Source: an optimization exercise on an open RTL-to-GDS flow (aim: small area and a short achievable clock period). Production flows keep margins and buffers that such runs may drop. Only simulation tests tie the RTL to the original design; equivalence was not proved. No activity file was given, so power comes from the tool's default toggle rates.

==> inputs of exp/ember <==
==> flow/design.v <==
module smm_result_sorter #(
    parameter int unsigned DEPTH = 48,
    parameter int unsigned IDX_W = 5,
    parameter int unsigned VAL_W = 9
) (
    input  logic             clk,
    input  logic             rst,
    input  logic             in_valid,
    input  logic [IDX_W-1:0] in_row,
    input  logic [IDX_W-1:0] in_col,
    input  logic [VAL_W-1:0] in_val,
    output logic             in_ready,
    output logic             out_valid,
    output logic             out_last,
    output logic [IDX_W-1:0] out_row,
    output logic [IDX_W-1:0] out_col,
    output logic [VAL_W-1:0] out_val,
    output logic             overflow
);
    localparam int unsigned KEY_W = 2 * IDX_W;
    localparam int unsigned CNT_W = $clog2(DEPTH + 1);
    localparam logic [1:0] StIdle  = 2'd0;
    localparam logic [1:0] StLoad  = 2'd1;
    localparam logic [1:0] StDrain = 2'd2;
    logic [1:0]       state_q;
    logic [KEY_W-1:0] key_q [DEPTH];
    logic [VAL_W-1:0] val_q [DEPTH];
    logic [CNT_W-1:0] count_q;
    logic [7:0]       dlo_q;    
    logic [5:0]       dhi_q;    
    logic             ovf_q;
    logic             p_valid_q;
    logic [KEY_W-1:0] p_key_q;
    logic [VAL_W-1:0] p_val_q;
    logic             draining;
    logic             take;
    logic             drain_last;
    logic             full;
    logic             match;
    logic             ins;
    logic             match_q;
    logic             in_match;
    logic             full_next;
    logic             in_drop;
    logic [DEPTH-1:0] occ;
    logic [DEPTH-1:0] lt;
    logic [DEPTH-1:0] eq;
    logic [DEPTH-1:0] rsel;
    logic [DEPTH-1:0] ltc, eqc, lt_d, eq_d, lt_q, eq_q;
    logic             pk_lt, pk_eq;
    logic [KEY_W-1:0] in_key;
    logic [DEPTH-1:0] s_w, s_p, s_h;
    logic [KEY_W-1:0] rd_key;
    logic [VAL_W-1:0] rd_val;
    logic [VAL_W:0]   sum_w;
    logic [VAL_W-1:0] sum;
    function automatic logic key_lt(input logic [KEY_W-1:0] a, input logic [KEY_W-1:0] b);
        logic l;
        l = 1'b0;
        for (int k = 0; k < KEY_W; k++) begin
            l = (a[k] ^ b[k]) ? b[k] : l;
        end
        key_lt = l;
    endfunction
    assign in_key     = {in_row, in_col};
    assign draining   = (state_q == StDrain);
    assign in_ready   = !draining;
    assign take       = in_valid && !draining;
    assign drain_last = (count_q == CNT_W'(1));
    assign full       = (count_q == CNT_W'(DEPTH));
    always_comb begin
        for (int i = 0; i < DEPTH; i++) begin
            occ[i]  = (CNT_W'(i) < count_q);
            ltc[i]  = occ[i] && key_lt(key_q[i], in_key);
            eqc[i]  = occ[i] && (key_q[i] == in_key);
        end
        pk_lt = key_lt(p_key_q, in_key);
        pk_eq = (p_key_q == in_key);
        for (int i = 0; i < DEPTH; i++) begin
            lt_d[i] = (s_h[i] && ltc[i]) || (s_p[i] && ltc[i == 0 ? 0 : i-1]) || (s_w[i] && pk_lt);
            eq_d[i] = (s_h[i] && eqc[i]) || (s_p[i] && eqc[i == 0 ? 0 : i-1]) || (s_w[i] && pk_eq);
            rsel[i] = eq_q[i] || (dhi_q[i / 8] && dlo_q[i % 8]);
        end
    end
    assign lt    = lt_q;
    assign eq    = eq_q;
    assign match = match_q;
    assign ins   = p_valid_q && !match && !full;
    assign in_match  = (|eqc) || (pk_eq && (ins || match));
    assign full_next = full || (ins && count_q == CNT_W'(DEPTH - 1));
    assign in_drop   = take && !in_match && full_next;
    always_comb begin
        rd_key = '0;
        rd_val = '0;
        for (int i = 0; i < DEPTH; i++) begin
            rd_key = rd_key | (key_q[i] & {KEY_W{rsel[i]}});
            rd_val = rd_val | (val_q[i] & {VAL_W{rsel[i]}});
        end
    end
    assign sum_w    = {1'b0, rd_val} + {1'b0, p_val_q};
    assign sum      = sum_w[VAL_W] ? {VAL_W{1'b1}} : sum_w[VAL_W-1:0];
    assign overflow = ovf_q;
    always_ff @(posedge clk) begin
        if (rst) begin
            state_q <= StIdle;
        end else begin
            case (state_q)
                StIdle:  if (in_valid) state_q <= StLoad;
                StLoad:  if (!in_valid) state_q <= StDrain;
                StDrain: if (drain_last) state_q <= StIdle;
                default: state_q <= StIdle;
            endcase
        end
    end
    always_ff @(posedge clk) begin
        p_key_q <= in_key;
        p_val_q <= in_val;
        if (rst || !take) begin
            p_valid_q <= 1'b0;
            match_q   <= 1'b0;
            lt_q      <= '0;
            eq_q      <= '0;
        end else begin
            p_valid_q <= 1'b1;
            match_q   <= in_match;
            lt_q      <= lt_d;
            eq_q      <= eq_d;
        end
    end
    always_comb begin
        for (int j = 0; j < DEPTH; j++) begin
            s_w[j] = eq[j] || (ins && !lt[j] && (j == 0 || lt[j-1]));
            s_p[j] = ins && j != 0 && !lt[j == 0 ? 0 : j-1];
            s_h[j] = !(s_w[j] || s_p[j]);
        end
    end
    always_ff @(posedge clk) begin
        for (int j = 0; j < DEPTH; j++) begin
            key_q[j] <= (key_q[j] & {KEY_W{s_h[j]}})
                      | (key_q[j == 0 ? 0 : j-1] & {KEY_W{s_p[j]}})
                      | (p_key_q & {KEY_W{s_w[j]}});
            val_q[j] <= (val_q[j] & {VAL_W{s_h[j]}})
                      | (val_q[j == 0 ? 0 : j-1] & {VAL_W{s_p[j]}})
                      | (sum & {VAL_W{s_w[j]}});
        end
    end
    always_ff @(posedge clk) begin
        if (rst) begin
            count_q <= '0;
            ovf_q   <= 1'b0;
        end else begin
            if (state_q == StIdle && in_valid) begin
                ovf_q <= 1'b0;
            end else if (in_drop) begin
                ovf_q <= 1'b1;
            end
            if (draining) begin
                count_q <= count_q - CNT_W'(1);
            end else if (ins) begin
                count_q <= count_q + CNT_W'(1);
            end
        end
    end
    always_ff @(posedge clk) begin
        if (rst || (draining && drain_last)) begin
            dlo_q <= 8'b1;
            dhi_q <= '0;
        end else if (draining) begin
            dlo_q <= {dlo_q[6:0], dlo_q[7]};
            if (dlo_q[7]) dhi_q <= {dhi_q[4:0], 1'b0};
        end else if (state_q == StLoad && !in_valid) begin
            dlo_q <= 8'b1;
            dhi_q <= 6'b1;
        end
    end
    always_ff @(posedge clk) begin
        if (rst || !draining) begin
            out_valid <= 1'b0;
            out_last  <= 1'b0;
            out_row   <= '0;
            out_col   <= '0;
            out_val   <= '0;
        end else begin
            out_valid <= 1'b1;
            out_last  <= drain_last;
            out_row   <= rd_key[KEY_W-1:IDX_W];
            out_col   <= rd_key[IDX_W-1:0];
            out_val   <= rd_val;
        end
    end
endmodule
==> flow/run.sh <==
#!/bin/bash
# synth_recipe.tcl (not shown) runs the flow's synth.tcl, then flattens the netlist and writes it again
# the make line also repeats each setting of config.mk as NAME=value (left out here)
make -C /OpenROAD-flow-scripts/flow DESIGN_CONFIG=/design/flow/config.mk WORK_HOME=/design/flow/orfs CLKGATE_MAP_FILE= SYNTH_SCRIPT=/design/flow/synth_recipe.tcl finish
==> flow/config.mk <==
export PLATFORM = sky130hd
export DESIGN_NAME = smm_result_sorter
export DESIGN_NICKNAME = smm_result_sorter
export VERILOG_FILES = /design/flow/design.v
export SDC_FILE = /design/flow/constraint.sdc
export NUM_CORES = 4
export LEC_CHECK = 0
export CAP_MARGIN = 20
export CORE_MARGIN = 2
export CORE_UTILIZATION = 40
export SETUP_SLACK_MARGIN = 3.0
export SLEW_MARGIN = 20
==> flow/constraint.sdc <==
create_clock -name core_clock -period 7.0 [get_ports {clk}]
set_input_delay 1.4000 -clock core_clock [delete_from_list [all_inputs] [get_ports {clk}]]
set_output_delay 1.4000 -clock core_clock [all_outputs]
set_load 0.01 [all_outputs]
==> exp/juniper (differences from exp/ember) <==
==> flow/design.v, changed modules only <==
module smm_result_sorter #(
    parameter int unsigned DEPTH = 48,
    parameter int unsigned IDX_W = 5,
    parameter int unsigned VAL_W = 9
) (
    input  logic             clk,
    input  logic             rst,
    input  logic             in_valid,
    input  logic [IDX_W-1:0] in_row,
    input  logic [IDX_W-1:0] in_col,
    input  logic [VAL_W-1:0] in_val,
    output logic             in_ready,
    output logic             out_valid,
    output logic             out_last,
    output logic [IDX_W-1:0] out_row,
    output logic [IDX_W-1:0] out_col,
    output logic [VAL_W-1:0] out_val,
    output logic             overflow
);
    localparam int unsigned KEY_W = 2 * IDX_W;
    localparam int unsigned CNT_W = $clog2(DEPTH + 1);
    localparam logic [1:0] StIdle  = 2'd0;
    localparam logic [1:0] StLoad  = 2'd1;
    localparam logic [1:0] StDrain = 2'd2;
    logic [1:0]       state_q;
    logic [KEY_W-1:0] key_q [DEPTH];
    logic [VAL_W-1:0] val_q [DEPTH];
    logic [CNT_W-1:0] count_q;
    logic [DEPTH-1:0] rsel_q;
    logic             ovf_q;
    logic             p_valid_q;
    logic [KEY_W-1:0] p_key_q;
    logic [VAL_W-1:0] p_val_q;
    logic             draining;
    logic             take;
    logic             drain_last;
    logic             full;
    logic             match;
    logic             ins;
    logic             match_q;
    logic             ins_q;
    logic             full_q;
    logic             rdy_q;
    logic             in_match;
    logic             full_next;
    logic             in_drop;
    logic [DEPTH-1:0] occ;
    logic [DEPTH-1:0] lt;
    logic [DEPTH-1:0] rsel;
    logic [DEPTH-1:0] ltc, eqc, lt_d, eq_d, lt_q;
    logic             pk_lt, pk_eq;
    logic [KEY_W-1:0] in_key;
    logic [DEPTH-1:0] s_n, s_p, s_h, s_m, v_h, v_p;
    logic             m_valid_q;
    logic             pk_same_q;
    logic [DEPTH-1:0] m_pos_q;
    logic [VAL_W-1:0] m_rdv_q;
    logic [VAL_W-1:0] m_val_q;
    logic [KEY_W-1:0] rd_key;
    logic [VAL_W-1:0] rd_val;
    logic [VAL_W:0]   sum_w;
    logic [VAL_W-1:0] sum;
    function automatic logic [1:0] key_cmp(input logic [KEY_W-1:0] a, input logic [KEY_W-1:0] b);
        logic [15:0] l0, e0;
        logic [7:0]  l1, e1;
        logic [3:0]  l2, e2;
        logic [1:0]  l3, e3;
        for (int k = 0; k < 16; k++) begin
            l0[k] = (k < KEY_W) ? (!a[k % KEY_W] && b[k % KEY_W]) : 1'b0;
            e0[k] = (k < KEY_W) ? !(a[k % KEY_W] ^ b[k % KEY_W]) : 1'b1;
        end
        for (int k = 0; k < 8; k++) begin
            l1[k] = l0[2*k+1] || (e0[2*k+1] && l0[2*k]);
            e1[k] = e0[2*k+1] && e0[2*k];
        end
        for (int k = 0; k < 4; k++) begin
            l2[k] = l1[2*k+1] || (e1[2*k+1] && l1[2*k]);
            e2[k] = e1[2*k+1] && e1[2*k];
        end
        for (int k = 0; k < 2; k++) begin
            l3[k] = l2[2*k+1] || (e2[2*k+1] && l2[2*k]);
            e3[k] = e2[2*k+1] && e2[2*k];
        end
        key_cmp = {l3[1] || (e3[1] && l3[0]), e3[1] && e3[0]};
    endfunction
    function automatic logic key_lt(input logic [KEY_W-1:0] a, input logic [KEY_W-1:0] b);
        logic l;
        l = 1'b0;
        for (int k = 0; k < KEY_W; k++) begin
            l = (a[k] ^ b[k]) ? b[k] : l;
        end
        key_lt = l;
    endfunction
    assign in_key     = {in_row, in_col};
    assign draining   = (state_q == StDrain);
    assign in_ready   = rdy_q;
    assign take       = in_valid && !draining;
    assign drain_last = (count_q == CNT_W'(1));
    assign full       = full_q;
    always_comb begin
        for (int i = 0; i < DEPTH; i++) begin
            occ[i]  = (CNT_W'(i) < count_q);
            {ltc[i], eqc[i]} = key_cmp(key_q[i], in_key) & {2{occ[i]}};
        end
        pk_lt = key_lt(p_key_q, in_key);
        pk_eq = (p_key_q == in_key);
        for (int i = 0; i < DEPTH; i++) begin
            lt_d[i] = (s_h[i] && ltc[i]) || (s_p[i] && ltc[i == 0 ? 0 : i-1]) || (s_n[i] && pk_lt);
            eq_d[i] = (s_h[i] && eqc[i]) || (s_p[i] && eqc[i == 0 ? 0 : i-1]) || (s_n[i] && pk_eq);
        end
    end
    assign lt    = lt_q;
    assign rsel  = rsel_q;
    assign match = match_q;
    assign ins   = ins_q;
    assign in_match  = (|eqc) || (pk_eq && (ins || match));
    assign full_next = full || (ins && count_q == CNT_W'(DEPTH - 1));
    assign in_drop   = take && !in_match && full_next;
    always_comb begin
        rd_key = '0;
        rd_val = '0;
        for (int i = 0; i < DEPTH; i++) begin
            rd_key = rd_key | (key_q[i] & {KEY_W{rsel[i]}});
            rd_val = rd_val | (val_q[i] & {VAL_W{rsel[i]}});
        end
    end
    always_comb begin
        logic [VAL_W-1:0] g, p, gg, pp, gn, pn;
        g  = m_rdv_q & m_val_q;
        p  = m_rdv_q ^ m_val_q;
        gg = g;
        pp = p;
        for (int d = 1; d < VAL_W; d = d * 2) begin
            gn = gg;
            pn = pp;
            for (int i = d; i < VAL_W; i++) begin
                gn[i] = gg[i] | (pp[i] & gg[i-d]);
                pn[i] = pp[i] & pp[i-d];
            end
            gg = gn;
            pp = pn;
        end
        sum_w = {gg[VAL_W-1], p ^ {gg[VAL_W-2:0], 1'b0}};
    end
    assign sum      = sum_w[VAL_W] ? {VAL_W{1'b1}} : sum_w[VAL_W-1:0];
    assign overflow = ovf_q;
    always_ff @(posedge clk) begin
        if (rst) begin
            rdy_q <= 1'b1;
        end else begin
            rdy_q <= !((state_q == StLoad && !in_valid) || (draining && !drain_last));
        end
    end
    always_ff @(posedge clk) begin
        if (rst) begin
            state_q <= StIdle;
        end else begin
            case (state_q)
                StIdle:  if (in_valid) state_q <= StLoad;
                StLoad:  if (!in_valid) state_q <= StDrain;
                StDrain: if (drain_last) state_q <= StIdle;
                default: state_q <= StIdle;
            endcase
        end
    end
    always_ff @(posedge clk) begin
        p_key_q <= in_key;
        p_val_q <= in_val;
        if (rst || !take) begin
            p_valid_q <= 1'b0;
            match_q   <= 1'b0;
            ins_q     <= 1'b0;
            lt_q      <= '0;
        end else begin
            p_valid_q <= 1'b1;
            match_q   <= in_match;
            ins_q     <= !in_match && !full_next;
            lt_q      <= lt_d;
        end
    end
    always_comb begin
        for (int j = 0; j < DEPTH; j++) begin
            s_n[j] = ins && !lt[j] && (j == 0 || lt[j == 0 ? 0 : j-1]);
            s_p[j] = ins && j != 0 && !lt[j == 0 ? 0 : j-1];
            s_h[j] = !(s_n[j] || s_p[j]);
            s_m[j] = m_valid_q && ((s_p[j] && m_pos_q[j == 0 ? 0 : j-1]) || (s_h[j] && m_pos_q[j]));
            v_h[j] = s_h[j] && !s_m[j];
            v_p[j] = s_p[j] && !s_m[j];
        end
    end
    always_ff @(posedge clk) begin
        for (int j = 0; j < DEPTH; j++) begin
            key_q[j] <= (key_q[j] & {KEY_W{s_h[j]}})
                      | (key_q[j == 0 ? 0 : j-1] & {KEY_W{s_p[j]}})
                      | (p_key_q & {KEY_W{s_n[j]}});
            val_q[j] <= (val_q[j] & {VAL_W{v_h[j]}})
                      | (val_q[j == 0 ? 0 : j-1] & {VAL_W{v_p[j]}})
                      | (p_val_q & {VAL_W{s_n[j]}})
                      | (sum & {VAL_W{s_m[j]}});
        end
    end
    always_ff @(posedge clk) begin
        m_rdv_q <= (m_valid_q && pk_same_q) ? sum : rd_val;
        m_val_q <= p_val_q;
        m_pos_q <= rsel_q;
        if (rst) begin
            m_valid_q <= 1'b0;
            pk_same_q <= 1'b0;
        end else begin
            m_valid_q <= p_valid_q && match;
            pk_same_q <= pk_eq;
        end
    end
    always_ff @(posedge clk) begin
        if (rst) begin
            count_q <= '0;
            full_q  <= 1'b0;
            ovf_q   <= 1'b0;
        end else begin
            if (state_q == StIdle && in_valid) begin
                ovf_q <= 1'b0;
            end else if (in_drop) begin
                ovf_q <= 1'b1;
            end
            if (draining) begin
                count_q <= count_q - CNT_W'(1);
                full_q  <= 1'b0;
            end else if (ins) begin
                count_q <= count_q + CNT_W'(1);
                full_q  <= (count_q == CNT_W'(DEPTH - 1));
            end
        end
    end
    always_ff @(posedge clk) begin
        if (rst) begin
            rsel_q <= '0;
        end else if (take) begin
            rsel_q <= eq_d;
        end else if (state_q == StLoad) begin
            rsel_q <= DEPTH'(1);
        end else if (draining && !drain_last) begin
            rsel_q <= {rsel_q[DEPTH-2:0], 1'b0};
        end else begin
            rsel_q <= '0;
        end
    end
    always_ff @(posedge clk) begin
        if (rst || !draining) begin
            out_valid <= 1'b0;
            out_last  <= 1'b0;
            out_row   <= '0;
            out_col   <= '0;
            out_val   <= '0;
        end else begin
            out_valid <= 1'b1;
            out_last  <= drain_last;
            out_row   <= rd_key[KEY_W-1:IDX_W];
            out_col   <= rd_key[IDX_W-1:0];
            out_val   <= (m_valid_q && m_pos_q[0] && rsel_q[0]) ? sum : rd_val;
        end
    end
endmodule
- SETUP_SLACK_MARGIN: 3.0 -> 4.2
==> exp/umber (differences from exp/ember) <==
--- a/flow/design.v
+++ b/flow/design.v
@@ -38,10 +38,7 @@
     logic             full;
     logic             match;
     logic             ins;
-    logic             match_q;
-    logic             in_match;
-    logic             full_next;
-    logic             in_drop;
+    logic             drop;
     logic [DEPTH-1:0] occ;
     logic [DEPTH-1:0] lt;
     logic [DEPTH-1:0] eq;
@@ -84,11 +81,9 @@
     end
     assign lt    = lt_q;
     assign eq    = eq_q;
-    assign match = match_q;
+    assign match = |eq;
     assign ins   = p_valid_q && !match && !full;
-    assign in_match  = (|eqc) || (pk_eq && (ins || match));
-    assign full_next = full || (ins && count_q == CNT_W'(DEPTH - 1));
-    assign in_drop   = take && !in_match && full_next;
+    assign drop  = p_valid_q && !match && full;
     always_comb begin
         rd_key = '0;
         rd_val = '0;
@@ -99,7 +94,7 @@
     end
     assign sum_w    = {1'b0, rd_val} + {1'b0, p_val_q};
     assign sum      = sum_w[VAL_W] ? {VAL_W{1'b1}} : sum_w[VAL_W-1:0];
-    assign overflow = ovf_q;
+    assign overflow = ovf_q || drop;
     always_ff @(posedge clk) begin
         if (rst) begin
             state_q <= StIdle;
@@ -117,12 +112,10 @@
         p_val_q <= in_val;
         if (rst || !take) begin
             p_valid_q <= 1'b0;
-            match_q   <= 1'b0;
             lt_q      <= '0;
             eq_q      <= '0;
         end else begin
             p_valid_q <= 1'b1;
-            match_q   <= in_match;
             lt_q      <= lt_d;
             eq_q      <= eq_d;
         end
@@ -151,7 +144,7 @@
         end else begin
             if (state_q == StIdle && in_valid) begin
                 ovf_q <= 1'b0;
-            end else if (in_drop) begin
+            end else if (drop) begin
                 ovf_q <= 1'b1;
             end
             if (draining) begin
- SETUP_SLACK_MARGIN: 3.0 -> not set
==> qor summary <==
item	exp/ember	exp/juniper	exp/umber
Estimated wirelength of the detail-placed design	305600 um	328700 um	302100 um
Share of Yosys cell area claimed by the top area cell type	37.97%	35.69%	37.75%
Final nets	6691	7832	6576
Sw Share	43.15%	45.08%	40.91%
Worst path required time	7.59 ns	7.70 ns	7.62 ns
Pint	14150 uW	15230 uW	13220 uW
Non-clock buffer contribution to total cell area	8.045%	6.886%	4.063%
Iteration-0 DRC count of the detailed router	14220	13520	13390
Drt pass-1 iters	9	10	10
Post-cts gate resize count	367	460	0
Compound-cell area share of the yosys netlist	34.09%	36.17%	35.48%
Amount of wire on met3 after detailed routing	65630 um	63480 um	57210 um
Met2 global-route usage	81.55%	76.80%	78.19%
Syn_area_per_cell	8.440 um2	8.499 um2	8.376 um2
Area after DPL	0.05858 mm2	0.06552 mm2	0.05845 mm2
Outcome	timing/DRC/antenna clean	timing/DRC/antenna clean	timing/DRC/antenna clean
Simple-gate share of the synthesized area	14.06%	10.59%	13.32%
RSZ-0062 raised after global routing	true	true	false

re-timing with driven ports:
The results above use ideal ports. As a check the final layouts listed here were re-extracted and re-timed, cells and wires unchanged. Step 1, drivers: a clkbuf_16 drives clk and a buf_2 each remaining input, both assumed. Step 2 times the ports against the registers' clock, not the clock port: input delays grow and output delays shrink by t, the midpoint of the rising clock arrivals with the driver on. Slacks: ideal / step 1 / step 2; pairs: ideal / step 1.
run	shift t [ns]	setup slack, ns	hold slack, ns	cell pins on the clock port's net
exp/ember	0.894	2.283 / 2.283 / 2.041	0.491 / 0.491 / 0.491	1
exp/juniper	0.911	3.776 / 3.543 / 2.632	0.433 / 0.433 / 0.433	1
exp/umber	0.869	1.035 / 1.035 / 1.035	0.456 / 0.456 / 0.456	1
After both steps every run listed still meets setup and hold. The setup slack of exp/juniper, which loses most, moves by -0.233 ns with the drivers and by -1.144 ns with both steps.
